Background: an optimization exercise with open tools, aiming at small area, a short achievable clock period and few clock cycles per item. Do not read the settings as production practice.
In this exercise RTL edits were held to simulation tests only and were not proved equivalent to the original.

==> design/flow/config.mk <==
export PLATFORM = sky130hd
export DESIGN_NAME = pv_perturb_observe_mppt
export DESIGN_NICKNAME = pv_perturb_observe_mppt
export VERILOG_FILES = /design/flow/design.v
export SDC_FILE = /design/flow/constraint.sdc
export NUM_CORES = 4
export LEC_CHECK = 0
export CAP_MARGIN = 20
export CORE_MARGIN = 2
export CORE_UTILIZATION = 40
export SLEW_MARGIN = 20
==> design/flow/constraint.sdc <==
create_clock -name core_clock -period 11.5 [get_ports {clk}]
set_input_delay 2.3000 -clock core_clock [delete_from_list [all_inputs] [get_ports {clk}]]
set_output_delay 2.3000 -clock core_clock [all_outputs]
set_load 0.01 [all_outputs]
==> design/flow/design.v <==
package pvpo_pkg;
	localparam int unsigned VOLT_W  = 15;
	localparam int unsigned CNT_W   = 16;
	localparam int unsigned POWER_W = 2 * VOLT_W;
	localparam logic [VOLT_W-1:0]  SEED_NUM     = VOLT_W'(218);
	localparam logic [POWER_W-1:0] MIN_POWER_UP = POWER_W'(120000);
	localparam logic [VOLT_W-1:0] RST_LOW_LIMIT   = '0;
	localparam logic [CNT_W-1:0]  RST_INTERVAL    = CNT_W'(25);
	localparam logic [VOLT_W-1:0] RST_STEP        = VOLT_W'(10);
	localparam logic [VOLT_W-1:0] RST_CURRENT_MIN = '0;
	localparam logic [CNT_W-1:0]  RST_FILTER      = CNT_W'(250);
endpackage
import pvpo_pkg::*;
module pvpo_core (
	input  logic [VOLT_W-1:0]  low_limit,
	input  logic [VOLT_W-1:0]  step,
	input  logic [CNT_W-1:0]   filter,
	input  logic [VOLT_W-1:0]  ref_q,
	input  logic [CNT_W-1:0]   stall_q,
	input  logic               do_seed,      
	input  logic               do_pause,     
	input  logic               do_eval,      
	input  logic               do_disturb,   
	input  logic               pge,          
	input  logic               up_trend,     
	input  logic               chg_low,      
	input  logic [VOLT_W-1:0]  seed,
	input  logic [VOLT_W-1:0]  volt,
	input  logic [CNT_W-1:0]   volt_step,    
	output logic               ref_we,
	output logic [VOLT_W-1:0]  ref_d,
	output logic               stall_we,
	output logic [CNT_W-1:0]   stall_d,
	output logic               forced
);
	logic              at_low;
	logic              go_up;
	logic [CNT_W-1:0]  up_sum;
	logic [CNT_W:0]    dn_diff;
	logic [VOLT_W-1:0] up_ref;
	logic [VOLT_W-1:0] dn_ref;
	logic [VOLT_W-1:0] eval_ref;
	logic              stall;
	logic [CNT_W-1:0]  stall_new;
	assign at_low  = (ref_q <= low_limit);
	assign go_up   = at_low ? pge : up_trend;
	assign up_sum  = CNT_W'(ref_q) + CNT_W'(step);
	assign dn_diff = (CNT_W+1)'(ref_q) - (CNT_W+1)'(step);
	always_comb begin
		if (up_sum < CNT_W'(low_limit))
			up_ref = low_limit;
		else if (up_sum[CNT_W-1])
			up_ref = '1;
		else
			up_ref = up_sum[VOLT_W-1:0];
		if (dn_diff[CNT_W] || (dn_diff[VOLT_W-1:0] < low_limit))
			dn_ref = low_limit;
		else
			dn_ref = dn_diff[VOLT_W-1:0];
		if (at_low && !pge)
			eval_ref = low_limit;
		else if (go_up)
			eval_ref = up_ref;
		else
			eval_ref = dn_ref;
	end
	assign stall     = (CNT_W'(ref_q) > volt_step) && chg_low;
	assign stall_new = stall ? (stall_q + CNT_W'(1)) : '0;
	assign forced    = do_disturb && (stall_new >= filter);
	assign stall_we  = do_disturb;
	assign stall_d   = forced ? '0 : stall_new;
	assign ref_we = do_seed || do_pause || do_eval || forced;
	always_comb begin
		if (do_eval)
			ref_d = eval_ref;
		else if (do_pause)
			ref_d = volt;
		else
			ref_d = seed;
	end
endmodule
import pvpo_pkg::*;
module pv_perturb_observe_mppt (
	input  logic        clk,
	input  logic        arst_n,
	input  logic        sample_valid,
	output logic        sample_ready,
	input  logic [1:0]  sample_action,
	input  logic [14:0] sample_pv_voltage,
	input  logic [14:0] sample_pv_current,
	input  logic [14:0] sample_charge_current,
	input  logic        sample_pause,
	output logic        result_valid,
	input  logic        result_ready,
	output logic [14:0] result_voltage_ref,
	output logic        result_evaluated,
	output logic        result_forced_pulldown,
	input  logic        cfg_valid,
	output logic        cfg_ready,
	input  logic [2:0]  cfg_index,
	input  logic [15:0] cfg_data
);
	logic [VOLT_W-1:0] low_limit;
	logic [CNT_W-1:0]  interval;
	logic [VOLT_W-1:0] step;
	logic [VOLT_W-1:0] cur_min;
	logic [CNT_W-1:0]  filter;
	assign cfg_ready = 1'b1;
	always_ff @(posedge clk or negedge arst_n) begin
		if (!arst_n) begin
			low_limit <= RST_LOW_LIMIT;
			interval  <= RST_INTERVAL;
			step      <= RST_STEP;
			cur_min   <= RST_CURRENT_MIN;
			filter    <= RST_FILTER;
		end else if (cfg_valid) begin
			case (cfg_index)
				3'd0: low_limit <= cfg_data[VOLT_W-1:0];
				3'd1: interval  <= cfg_data[CNT_W-1:0];
				3'd2: step      <= cfg_data[VOLT_W-1:0];
				3'd3: cur_min   <= cfg_data[VOLT_W-1:0];
				3'd4: filter    <= cfg_data[CNT_W-1:0];
				default: begin
				end
			endcase
		end
	end
	logic              hv_q;    
	logic              en_q;    
	logic              en;
	assign en           = en_q;
	assign sample_ready = en_q;
	logic              s1_valid;
	logic [1:0]        s1_act;
	logic              s1_pause;
	logic              s1_chg;
	logic [VOLT_W-1:0] s1_v;
	logic [VOLT_W-1:0] s1_b;
	always_ff @(posedge clk or negedge arst_n) begin
		if (!arst_n)
			s1_valid <= 1'b0;
		else if (en)
			s1_valid <= sample_valid;
	end
	always_ff @(posedge clk) begin
		if (en) begin
			s1_act   <= sample_action;
			s1_pause <= sample_pause;
			s1_chg   <= (sample_charge_current < cur_min);
			s1_v     <= sample_pv_voltage;
			s1_b     <= sample_action[0] ? sample_pv_current : SEED_NUM;
		end
	end
	logic                s2_valid;
	logic [1:0]          s2_act;
	logic                s2_pause;
	logic                s2_chg;
	logic [VOLT_W-1:0]   s2_v;
	logic [POWER_W-1:0]  s2_p;
	always_ff @(posedge clk or negedge arst_n) begin
		if (!arst_n)
			s2_valid <= 1'b0;
		else if (en)
			s2_valid <= s1_valid;
	end
	always_ff @(posedge clk) begin
		if (en) begin
			s2_act   <= s1_act;
			s2_pause <= s1_pause;
			s2_chg   <= s1_chg;
			s2_v     <= s1_v;
			s2_p     <= POWER_W'(s1_v) * POWER_W'(s1_b);
		end
	end
	logic [CNT_W-1:0]   tick_q;
	logic [VOLT_W-1:0]  ref_q;
	logic [CNT_W-1:0]   prev_v_q;
	logic [POWER_W-1:0] prev_p_q;
	logic               prev_p_zero_q;
	logic [CNT_W-1:0]   stall_q;
	logic               go;
	logic               is_init, is_tick, is_dist;
	logic               do_pause, do_eval;
	logic [CNT_W-1:0]   tick_inc;
	logic [VOLT_W-1:0]  seed_raw;
	logic [VOLT_W-1:0]  seed;
	logic [CNT_W-1:0]   volt_step;
	logic               pge;
	logic               pfell;
	logic               up_trend;
	logic               ref_we;
	logic [VOLT_W-1:0]  ref_d;
	logic               stall_we;
	logic [CNT_W-1:0]   stall_d;
	logic               forced;
	assign go       = en && s2_valid;
	assign is_init  = (s2_act == 2'd0);
	assign is_tick  = (s2_act == 2'd1);
	assign is_dist  = (s2_act == 2'd2);
	assign tick_inc = tick_q + CNT_W'(1);
	assign do_pause = is_tick && s2_pause;
	assign do_eval  = is_tick && !s2_pause && (tick_inc >= interval);
	assign seed_raw  = s2_p[VOLT_W+7:8];
	assign seed      = (seed_raw < low_limit) ? low_limit : seed_raw;
	assign volt_step = CNT_W'(s2_v) + CNT_W'(step);
	assign pge       = (s2_p >= MIN_POWER_UP);
	assign pfell     = !prev_p_zero_q && (s2_p < prev_p_q);
	assign up_trend  = pfell ? (CNT_W'(s2_v) < prev_v_q) : (CNT_W'(s2_v) > prev_v_q);
	pvpo_core u_core (
		.low_limit  (low_limit),
		.step       (step),
		.filter     (filter),
		.ref_q      (ref_q),
		.stall_q    (stall_q),
		.do_seed    (is_init),
		.do_pause   (do_pause),
		.do_eval    (do_eval),
		.do_disturb (is_dist),
		.pge        (pge),
		.up_trend   (up_trend),
		.chg_low    (s2_chg),
		.seed       (seed),
		.volt       (s2_v),
		.volt_step  (volt_step),
		.ref_we     (ref_we),
		.ref_d      (ref_d),
		.stall_we   (stall_we),
		.stall_d    (stall_d),
		.forced     (forced)
	);
	always_ff @(posedge clk or negedge arst_n) begin
		if (!arst_n) begin
			tick_q        <= '0;
			ref_q         <= '0;
			prev_v_q      <= '0;
			prev_p_zero_q <= 1'b1;
			stall_q       <= '0;
		end else if (go) begin
			if (is_tick)
				tick_q <= (s2_pause || do_eval) ? '0 : tick_inc;
			if (ref_we)
				ref_q <= ref_d;
			if (is_init)
				prev_v_q <= CNT_W'(seed);
			else if (do_pause)
				prev_v_q <= volt_step;
			else if (do_eval)
				prev_v_q <= CNT_W'(s2_v);
			if (is_init || do_pause)
				prev_p_zero_q <= 1'b1;
			else if (do_eval)
				prev_p_zero_q <= 1'b0;
			if (stall_we)
				stall_q <= stall_d;
		end
	end
	always_ff @(posedge clk) begin
		if (go && do_eval)
			prev_p_q <= s2_p;
	end
	logic [VOLT_W+1:0] res_new;
	logic [VOLT_W+1:0] head_q;
	logic [VOLT_W+1:0] skid_q;
	logic              take;
	assign res_new = {(ref_we ? ref_d : ref_q), do_eval, forced};
	assign take    = hv_q && result_ready;
	always_ff @(posedge clk or negedge arst_n) begin
		if (!arst_n) begin
			hv_q <= 1'b0;
			en_q <= 1'b1;
		end else begin
			if (!hv_q)
				hv_q <= go;
			else if (take && en_q)
				hv_q <= go;
			en_q <= en_q ? !(hv_q && !take && go) : take;
		end
	end
	always_ff @(posedge clk) begin
		if (!en_q) begin
			if (take)
				head_q <= skid_q;
		end else if (go && (!hv_q || take)) begin
			head_q <= res_new;
		end
		if (en_q && go && hv_q && !take)
			skid_q <= res_new;
	end
	assign result_valid           = hv_q;
	assign result_voltage_ref     = head_q[VOLT_W+1:2];
	assign result_evaluated       = head_q[1];
	assign result_forced_pulldown = head_q[0];
endmodule
==> design/flow/flow/run.sh <==
#!/bin/bash
# Standard ORFS layout, with the timing repair steps aiming for extra setup slack.
# The clock period and all constraints stay the design's; only the repair target changes.
set -euo pipefail
MARGIN=$(cat flow/margin.txt)
bash standard.sh SETUP_SLACK_MARGIN=$MARGIN finish > flow_standard.log 2>&1
==> design/flow/flow/margin.txt <==
7.5
==> design/flow/standard.sh <==
#!/bin/bash
# synth_recipe.tcl (not shown) runs the flow's synth.tcl, then flattens the netlist and writes it again
# the make line also repeats each setting of config.mk as NAME=value (left out here)
make -C /OpenROAD-flow-scripts/flow DESIGN_CONFIG=/design/flow/config.mk WORK_HOME=/design/flow/orfs CLKGATE_MAP_FILE= SYNTH_SCRIPT=/design/flow/synth_recipe.tcl "${@:-finish}"
==> results.sh, run 1 <==
export IMPL_critPathCaptureType="flip-flop"
export IMPL_ys_async_sr_fraction_pct=49.7
export IMPL_cts_buffers=37
export IMPL_antenna_left=0
export IMPL_ys_seq_elements=292
export IMPL_cts_root_buf="clkbuf_16"
export IMPL_synth_edff_count=147
export IMPL_final_cell_area_um2=30200
export IMPL_drv_cap=0
export IMPL_die_w_um=254
export IMPL_grt_pass1_vias=20100
export IMPL_vias_per_cell=5.35
export IMPL_nNetsFinal=3323
export IMPL_arrival_ps=6740
export IMPL_setup_violations=0
export IMPL_clock_skew_ps=30.9
export IMPL_critPathLaunchType="flip-flop"
export IMPL_synth_yosys_seq_area_share_pct=32.3
export IMPL_design_die_area_um2=64300
export IMPL_route_met2_wl_um=35200
export IMPL_first_pass_iters=6
export IMPL_wirelength_um=73800
export IMPL_critPathMaxFanout=7
export IMPL_clk_pin_slew_ps=60
export IMPL_htree_levels=2
export IMPL_avgSynthCellArea_um2=9.67
export IMPL_slowest_delay_ps=590
export IMPL_fin_crit_sh_pct=56.0
export IMPL_tns_ps=0
export IMPL_netlist_instances=2576
export IMPL_cts_sinks=292
export IMPL_grt_pass1_wl_um=115000
export IMPL_cp_common_cell="fa_1"
export IMPL_dr_first_iter_drc_count=1484
export IMPL_grt_max_degree=81
export IMPL_wl_per_cell_um=20.2
export IMPL_placed_area_um2=26900
export IMPL_status="finished clean"
export IMPL_cts_tree="done"
export IMPL_grt_setup_unrepaired="true"
export IMPL_port_buffers=90
export IMPL_clkLatencyLatePin_ps=570
export IMPL_start_util_pct=40.5
export IMPL_synth_nets=3121
export IMPL_pin_count=92
export IMPL_finalMaxSlewViolations=0
export IMPL_period_minus_slack_ps=6430
export IMPL_ys_flop_type="edfxtp_1"
export IMPL_vias=19500
export IMPL_areaGrowthSynthToFinish_pct=21.0
export IMPL_cp_slowest_cell="edfxtp_1"
export IMPL_gp_congestion=0.976
export IMPL_n_antenna_cell=0
export IMPL_synth_cell_type_count=80
export IMPL_cp_required_ps=11810
export IMPL_routed_top_layer="met4"
export IMPL_hp_class="flip-flop to flip-flop"
export IMPL_max_freq_mhz=155
export IMPL_crit_chain="nand2_1 > fa_1 > inv_1 > fa_1 > fa_1 > fa_1 > fa_1 > fa_1 > ha_4 > and3_4 > a221oi_4 > o22ai_2 > o41a_1 > a41o_1 > or4_4 > a31oi_4 > o21ai_1 > xnor2_1"
export IMPL_critPathBufInv=1
export IMPL_antenna_found_initial=1
export IMPL_rows=91
export IMPL_chipHeight_um=254
export IMPL_hold_ws_ps=404
export IMPL_place_inst=3425
export IMPL_syn_area_um2=24900
export IMPL_met1_length_um=32400
export IMPL_crit_family="adder cells"
export IMPL_slew_headroom_pct=35.2
export IMPL_drc=0
export IMPL_worst_pin_slew_ps=971
export IMPL_ys_warn_count=2
export IMPL_final_hold_viol_count=0
export IMPL_path_class="flip-flop to flip-flop"
export IMPL_overflow=0
export IMPL_dr_wl_met3_um=3260
export IMPL_stdcell_count=3643
export IMPL_clockBufferDepth=3
export IMPL_drive_gt1_share_pct=14.3
export IMPL_coreArea_um2=61600
export IMPL_track_usage_pct=23.2
export IMPL_dpl_hpwl_um=53500
cell usage in the layout (no fill, tap or decap), types with 13 or more instances in the layout:
cell	instances
and2_1	117
o21a_1	13
nor3_1	14
buf_4	125
inv_1	320
o21ai_1	57
edfxtp_1	147
nand2_1	289
o21ai_0	99
xnor2_1	62
nor2b_1	26
o31a_1	16
and3_1	15
dfrtp_1	131
fa_1	167
a22o_1	16
xor2_1	26
ha_4	15
nand2b_1	22
mux2i_1	16
nor2_1	123
clkdlybuf4s50_1	87
buf_6	27
mux2_2	23
o221ai_1	13
ha_1	286
nand3_1	39
a31oi_1	31
a22oi_2	13
a21o_1	41
a211oi_1	13
nand4_1	17
a21oi_1	106
clkbuf_16	39
final timing paths:
kind	slack, ps	startpoint	depth (start not counted)	endpoint
worst max-delay path	5070	s1_v[7]	18	s2_p[26]
worst min-delay path	400	s1_act[1]	0	s2_act[1]
worst max register to register	5070	s1_v[7]	18	s2_p[26]
max in group asynchronous	8180	arst_n	2	tick_q[0]
worst min register to register	400	s1_act[1]	0	s2_act[1]
min in group asynchronous	1770	arst_n	1	cur_min[14]
cell usage after synthesis (all sizes together), types with 6 or more instances:
cell / n / area (um^2)
xor2: 26 / 228
a21oi: 121 / 609
dfrtp: 132 / 3300
nor2b: 27 / 169
and3: 16 / 105
o2111ai: 7 / 61.3
nand4: 17 / 106
nor2: 134 / 505
nand2: 296 / 1110
a21o: 41 / 308
o21bai: 12 / 90.1
o221ai: 23 / 201
dfstp: 13 / 342
nand2b: 24 / 150
nor3: 17 / 85.1
a22oi: 13 / 97.6
mux2: 25 / 282
o31a: 16 / 140
buf: 10 / 48.8
o31ai: 10 / 80.1
o21ai: 164 / 821
xnor2: 63 / 552
a31oi: 34 / 228
inv: 327 / 1230
o22ai: 6 / 37.5
edfxtp: 147 / 4410
fa: 170 / 3400
or3: 9 / 56.3
a211o: 6 / 52.6
o21a: 14 / 105
a22o: 16 / 140
ha: 303 / 3790
mux2i: 16 / 160
nor4: 8 / 50.1
clkbuf: 84 / 315
and2: 120 / 751
nand3: 41 / 210
a2111oi: 6 / 58.8
a211oi: 17 / 128
area by class of cell:
cell class / instances / area, um^2
fill: 5685 / 31400
multi-input combinational: 1863 / 16100
sequential: 292 / 8060
timing repair buffer: 256 / 2450
inverter: 328 / 1230
tap: 837 / 1050
clock buffer: 45 / 976
clock inverter: 22 / 274
sequential cells by signal (all words and copies together) (netlist names), 16 cells and up:
name / count
stall_q: 16
prev_v_q: 16
s2_p: 30
tick_q: 16
interval: 16
prev_p_q: 30
filter: 16
head_q: 17
skid_q: 17
metal layers:
| layer | up-vias | track usage (%) |
|---|---|---|
| li1 | 9202 | - |
| met1 | 9690 | 30.3 |
| met2 | 463 | 39.5 |
| met3 | 123 | 2.97 |
| met4 | 0 | 8.01 |
| met5 | - | 0 |
cells by family (layout without fill, tap and decap cells):
kind of cell             count (synthesis)  count (layout)  share of synthesized area, %
AND/OR/NAND/NOR                        724             725                          13.7
AO/OA/AOI/OAI                          534             534                          13.7
adder cells (fa/ha/maj)                473             473                          28.9
buffers and inverters                  422             651                          6.40
flip-flops                             292             292                          32.3
XOR/XNOR                                89              89                          3.13
multiplexers                            41              41                          1.77
other                                    1               1                        0.0150
per-stage QoR:
stage	util, %	worst slack [ps]
3_3_place_gp	43.7	4550
3_5_place_dp	43.7	4440
5_1_grt	49.0	4880
4_1_cts	48.3	5070
6_report	49.0	5070
2_1_floorplan	-	5250
timing repair:
item / in CTS / in global routing
setup endpoints to repair: 91 / 151
cloned: 3 / 2
pin swaps: 72 / 29
buffers inserted: 128 / 17
hold buffers: 0 / 0
gates resized for setup: 83 / 51
Testbench counts, summed over its fixed seeds: cycles 12,107, items 12,083.
==> run 2: changes to the inputs <==
==> design/flow/run.sh (new file) <==
#!/bin/bash
# synth_recipe.tcl (not shown) runs the flow's synth.tcl, then flattens the netlist and writes it again
# the make line also repeats each setting of config.mk as NAME=value (left out here)
make -C /OpenROAD-flow-scripts/flow DESIGN_CONFIG=/design/flow/config.mk WORK_HOME=/design/flow/orfs CLKGATE_MAP_FILE= SYNTH_SCRIPT=/design/flow/synth_recipe.tcl finish
--- a/design/flow/config.mk
+++ b/design/flow/config.mk
@@ -9,3 +9,4 @@
 export CORE_MARGIN = 2
 export CORE_UTILIZATION = 40
+export SETUP_SLACK_MARGIN = 5
 export SLEW_MARGIN = 20
removed: design/flow/flow/run.sh
removed: design/flow/flow/margin.txt
removed: design/flow/standard.sh
==> results.sh, run 2 <==
export IMPL_netlist_instances=2576
export IMPL_period_minus_slack_ps=6450
export IMPL_synth_most_common_cell="inv_1"
export IMPL_cts_sinks=292
export IMPL_grt_max_degree=80
export IMPL_arrival_ps=6750
export IMPL_clkLatencyLatePin_ps=570
export IMPL_n_antenna_cell=0
export IMPL_synth_edff_count=147
export IMPL_worstReg2RegStart="s1_v[8]"
export IMPL_setup_violations=0
export IMPL_grt_use_met2_pct=38.8
export IMPL_grt_setup_unrepaired="true"
export IMPL_stdcell_count=3605
export IMPL_cp_required_ps=11810
export IMPL_max_freq_mhz=155
export IMPL_vias_per_cell=5.37
export IMPL_synth_top_cells_by_area="edfxtp_1, ha_1, fa_1, dfrtp_1, inv_1"
export IMPL_wl_per_cell_um=20.1
export IMPL_ys_seq_elements=292
export IMPL_cts_tree="done"
export IMPL_antenna_found_initial=0
export IMPL_ys_async_sr_fraction_pct=49.7
export IMPL_top_regs="prev_p_q (30), s2_p (30)"
export IMPL_grt_busiest_layer="met2"
export IMPL_clock_skew_ps=29.5
export IMPL_grt_pass1_wl_um=112000
export IMPL_grt_pass1_vias=19800
export IMPL_place_inst=3431
export IMPL_synth_yosys_seq_area_share_pct=32.3
export IMPL_avgSynthCellArea_um2=9.67
export IMPL_chipHeight_um=254
export IMPL_vias=19400
export IMPL_rows=91
export IMPL_wirelength_um=72400
export IMPL_synth_cell_type_count=80
export IMPL_track_usage_pct=22.7
export IMPL_hp_start="s1_pause"
export IMPL_drive_gt1_share_pct=10.3
export IMPL_dr_first_iter_drc_count=1586
export IMPL_ys_warn_count=2
export IMPL_clk_pin_slew_ps=60
export IMPL_final_cell_mix="inv_1, ha_1, nand2_1, fa_1, edfxtp_1"
export IMPL_final_hold_viol_count=0
export IMPL_ys_flop_type="edfxtp_1"
export IMPL_status="finished clean"
export IMPL_antenna_left=0
export IMPL_coreArea_um2=61600
export IMPL_path_class="flip-flop to flip-flop"
export IMPL_yosysTopAreaCell="edfxtp_1"
export IMPL_hp_class="flip-flop to flip-flop"
export IMPL_finalMaxSlewViolations=0
export IMPL_slew_headroom_pct=31.3
export IMPL_htree_levels=2
export IMPL_first_pass_iters=6
export IMPL_port_buffers=90
export IMPL_netlist_top_cells_count="inv_1, ha_1, nand2_1"
export IMPL_clockBufferDepth=3
export IMPL_overflow=0
export IMPL_drv_cap=0
export IMPL_use_met1_pct=29.9
export IMPL_areaGrowthSynthToFinish_pct=16.8
export IMPL_pin_count=92
export IMPL_cts_buffers=37
export IMPL_critPathCaptureType="flip-flop"
export IMPL_synth_nets=3121
export IMPL_met3_usage_pct=2.92
export IMPL_dp_slack_ps=4120
export IMPL_critPathMaxFanout=3
export IMPL_critPathLaunchType="flip-flop"
export IMPL_start_util_pct=40.5
export IMPL_fin_crit_sh_pct=56.1
export IMPL_setup_ws_ps=5050
export IMPL_worst_pin_slew_ps=1030
export IMPL_mostFrequentLayoutCell="inv_1"
export IMPL_drc=0
export IMPL_synth_top_area_share_pct=17.7
export IMPL_dpl_hpwl_um=54400
export IMPL_die_w_um=254
export IMPL_worstSetupStartpoint="s1_v[8]"
export IMPL_gp_congestion=0.929
export IMPL_design_die_area_um2=64300
export IMPL_postCtsHoldBufs=0
export IMPL_cts_root_buf="clkbuf_16"
export IMPL_nNetsFinal=3284
export IMPL_tns_ps=0
export IMPL_syn_area_um2=24900
[run 2: cell counts after synthesis]
No cell type changed its count.
[run 2: cell type report]
cell class | instances | area, um^2
multi-input cells | 1862 | 15500
clock buffers | 49 | 1020
flip-flops and latches | 292 | 8060
clock inverters | 19 | 195
well taps | 837 | 1050
inverters | 328 | 1230
fillers | 5723 | 32500
repair buffers | 218 | 2020
[run 2: worst max-delay path, cell delays in order (launching register included)]
cell and delay [ps]:
edfxtp_1 490, buf_6 180, and2_4 140, fa_1 550
fa_1 430, fa_1 510, inv_1 50, fa_1 460
fa_1 560, inv_2 40, fa_1 550, ha_4 210
and3_4 160, a221oi_4 300, o22ai_2 120, o41a_1 350
a41o_1 220, or4_4 440, a31oi_4 220, o21ai_2 90
xnor2_1 120
[run 2: final timing paths]
kind / cells after the start / slack [ps] / endpoint
setup reg to reg: 20 / 5050 / s2_p[26]
hold reg to reg: 0 / 420 / s2_pause
min in group asynchronous: 1 / 1720 / stall_q[7]
max in group asynchronous: 2 / 8560 / prev_v_q[7]
setup / recovery: 20 / 5050 / s2_p[26]
hold / removal: 0 / 420 / s2_pause
[run 2: timing repair]
item                                    4_1_cts  5_1_grt
pin swaps                                    25       21
gates resized for setup                      37       29
endpoints found under the setup margin       66       67
cloned                                        0        1
buffers inserted                             78       27
[run 2: cells by family (layout without fill, tap and decap cells)]
group           after synthesis  count (layout)  synth area share, %
xor+xnor                     89              89                 3.13
simple gates                724             724                 13.7
compound gates              534             534                 13.7
buf+inv                     422             614                 6.40
flops                       292             292                 32.3
other cells                   1               1               0.0150
mux                          41              41                 1.77
fa+ha+maj                   473             473                 28.9
[run 2: routing by layer]
metal / wire [um] / share of wire, %
met5: 0 / 0
met4: 2180 / 3.0
met3: 3820 / 5.3
met2: 35000 / 48
met1: 31400 / 43
[run 2: metrics by stage]
stage          utilization, %  instance area (um^2)  hold slack (ps)
2_1_floorplan               -                 25000              400
3_3_place_gp             43.4                 26700              403
3_5_place_dp             43.4                 26700              408
4_1_cts                  46.6                 28700              421
5_1_grt                  47.3                 29100              436
6_report                 47.3                 29100              422
==> run 3: changes to the inputs <==
--- a/design/flow/config.mk
+++ b/design/flow/config.mk
@@ -9,4 +9,3 @@
 export CORE_MARGIN = 2
 export CORE_UTILIZATION = 40
-export SETUP_SLACK_MARGIN = 5
 export SLEW_MARGIN = 20
==> results.sh, run 3 <==
export IMPL_status="finished clean"
export IMPL_synth_edff_count=147
export IMPL_ys_warn_count=2
export IMPL_grt_max_degree=89
export IMPL_cts_sinks=292
export IMPL_slew_headroom_pct=32.8
export IMPL_setup_ws_ps=3980
export IMPL_cp_required_ps=11890
export IMPL_hp_start="s1_act[0]"
export IMPL_cts_resized=0
export IMPL_cp_slowest_cell="dfstp_2"
export IMPL_syn_area_um2=24900
export IMPL_post_cts_buffers=0
export IMPL_dp_slack_ps=4040
export IMPL_ys_async_sr_fraction_pct=49.7
export IMPL_clockBufferDepth=3
export IMPL_vias=18800
export IMPL_synth_yosys_seq_area_share_pct=32.3
export IMPL_chipHeight_um=254
export IMPL_hold_end="s2_act[0]"
export IMPL_first_pass_iters=7
export IMPL_worstReg2RegStart="step[1]"
export IMPL_overflow=0
export IMPL_nNetsFinal=3173
export IMPL_top_regs="prev_p_q (30), s2_p (30)"
export IMPL_coreArea_um2=61600
export IMPL_met1_length_um=30400
export IMPL_critPathMaxFanout=16
export IMPL_reg2reg_slack_ps=3980
export IMPL_drc=0
export IMPL_clk_pin_slew_ps=60
export IMPL_wl_per_cell_um=19.7
export IMPL_cts_buffers=37
export IMPL_clkLatencyLatePin_ps=570
export IMPL_areaGrowthSynthToFinish_pct=11.9
export IMPL_period_minus_slack_ps=7520
export IMPL_pin_count=92
export IMPL_finalMaxSlewViolations=0
export IMPL_synth_top_cells_by_area="edfxtp_1, ha_1, fa_1, dfrtp_1, inv_1"
export IMPL_ys_seq_elements=292
export IMPL_final_hold_viol_count=0
export IMPL_slowest_delay_ps=610
export IMPL_reg2reg_depth=30
export IMPL_design_die_area_um2=64300
export IMPL_ys_flop_type="edfxtp_1"
export IMPL_critPathCaptureType="flip-flop"
export IMPL_n_fill_cell=5843
export IMPL_synth_nets=3121
export IMPL_gp_congestion=0.949
export IMPL_fin_crit_sh_pct=65.4
export IMPL_netlist_top_cells_count="inv_1, ha_1, nand2_1"
export IMPL_synth_top_area_share_pct=17.7
export IMPL_worstReg2RegEnd="head_q[3]"
export IMPL_arrival_ps=7900
export IMPL_tns_ps=0
export IMPL_netlist_instances=2576
export IMPL_mostFrequentLayoutCell="inv_1"
export IMPL_cts_root_buf="clkbuf_16"
export IMPL_antenna_left=0
export IMPL_hp_class="flip-flop to flip-flop"
export IMPL_route_met2_wl_um=31400
export IMPL_htree_levels=2
export IMPL_rows=91
export IMPL_grt_setup_unrepaired="false"
export IMPL_grt_pass1_wl_um=108000
export IMPL_grt_pass1_vias=19200
export IMPL_port_buffers=90
export IMPL_n_antenna_cell=0
export IMPL_critPathLaunchType="flip-flop"
export IMPL_dpl_hpwl_um=53400
export IMPL_cts_tree="done"
export IMPL_synth_cell_type_count=80
export IMPL_die_w_um=254
export IMPL_hold_depth=0
export IMPL_postCtsHoldBufs=0
export IMPL_setup_violations=0
export IMPL_routed_top_layer="met4"
export IMPL_path_class="flip-flop to flip-flop"
export IMPL_avgSynthCellArea_um2=9.67
export IMPL_dr_wl_met3_um=3750
export IMPL_final_cell_mix="inv_1, ha_1, nand2_1, fa_1, edfxtp_1"
export IMPL_clock_skew_ps=29.0
export IMPL_max_freq_mhz=133
export IMPL_postLayoutCoreUtil_pct=45.3
export IMPL_wirelength_um=68800
export IMPL_worst_pin_slew_ps=1010
export IMPL_dr_first_iter_drc_count=1366
export IMPL_yosysTopAreaCell="edfxtp_1"
export IMPL_track_usage_pct=21.9
export IMPL_drv_cap=0
export IMPL_drive_gt1_share_pct=4.89
export IMPL_vias_per_cell=5.37
export IMPL_synth_most_common_cell="inv_1"
export IMPL_start_util_pct=40.5
export IMPL_antenna_found_initial=0
==> run 3: layout make-up <==
| class | count | area, um^2 | share of cell area [%] |
|---|---|---|---|
| Timing Repair Buffer | 107 | 1030 | 3.69 |
| Clock inverter | 20 | 253 | 0.906 |
| Tap cell | 837 | 1050 | 3.76 |
| Inverter | 328 | 1230 | 4.41 |
| Clock buffer | 48 | 977 | 3.50 |
| Multi-Input combinational cell | 1862 | 15300 | 54.8 |
| Sequential cell | 292 | 8060 | 28.9 |
==> run 3: worst max-delay path, delay by kind of cell (launching register included) <==
family,cells,cell delay [ps]
compound gates,18,3770
xor+xnor,1,230
fa+ha+maj,3,840
buf+inv,2,490
flops,1,610
simple gates,6,1360
==> run 3: stage by stage <==
stage	hold WS, ps	std cells	instance area, um^2
final	423	3494	27900
after CTS	437	3494	27900
after detailed placement	429	3426	26700
after global placement	425	3426	26700
after global routing	448	3494	27900
after floorplan	400	2576	24900
==> run 3: worst max path at each step <==
| stage | slack [ps] | end | startpoint |
|---|---|---|---|
| detailed placement | 4040 | head_q[3] | step[1] |
| global placement | 4190 | head_q[3] | step[1] |
| finish | 3980 | head_q[3] | step[1] |
| global route | 3310 | head_q[10] | step[1] |
| CTS | 4030 | head_q[3] | step[1] |
| floorplan | 4810 | s2_p[28] | s1_v[6] |
==> run 3: cells by family after synthesis <==
group / synth area share, %
xor gates and xnor gates: 3.13
adders and majority gates: 28.9
other: 0.0150
buffers and inverters: 6.40
AOI/OAI and AO/OA: 13.7
muxes: 1.77
and+or+nand+nor: 13.7
DFF: 32.3
==> run 3: routing by layer <==
layer  vias to the layer above  track usage [%]
li1                       8899                -
met1                      9263             28.8
met2                       469             35.6
met3                       128             3.90
met4                         0             9.25
met5                         -                0

-- static timing again, ports no longer ideal --
In the flow no input, the clock included, has a driving cell. The finished layouts below were timed again as built, in two steps. Step 1: set_driving_cell puts a clkbuf_16 on clk and a buf_2 on each other input, an assumption about the parent block. Step 2 times the ports against the registers' clock, not the clock port: input delays grow and output delays shrink by t, the midpoint of the rising clock arrivals with the driver on. Slacks: no drivers / after step 1 / after step 2; pairs: no drivers / after step 1.
| run | shift t [ns] | slack for setup (ns) | slew at the worst register clock pin (ns) | worst slew at a driven data input, ns | pins driven straight from the clock port |
|---|---|---|---|---|---|
| run 1 | 0.617 | 5.066 / 5.066 / 5.066 | 0.06 / 0.06 | 0.05 | 1 |
| run 2 | 0.619 | 5.052 / 5.052 / 5.052 | 0.06 / 0.06 | 0.05 | 1 |
| run 3 | 0.615 | 3.985 / 3.985 / 3.985 | 0.07 / 0.07 | 0.05 | 1 |
After both steps every run listed still meets setup and hold.
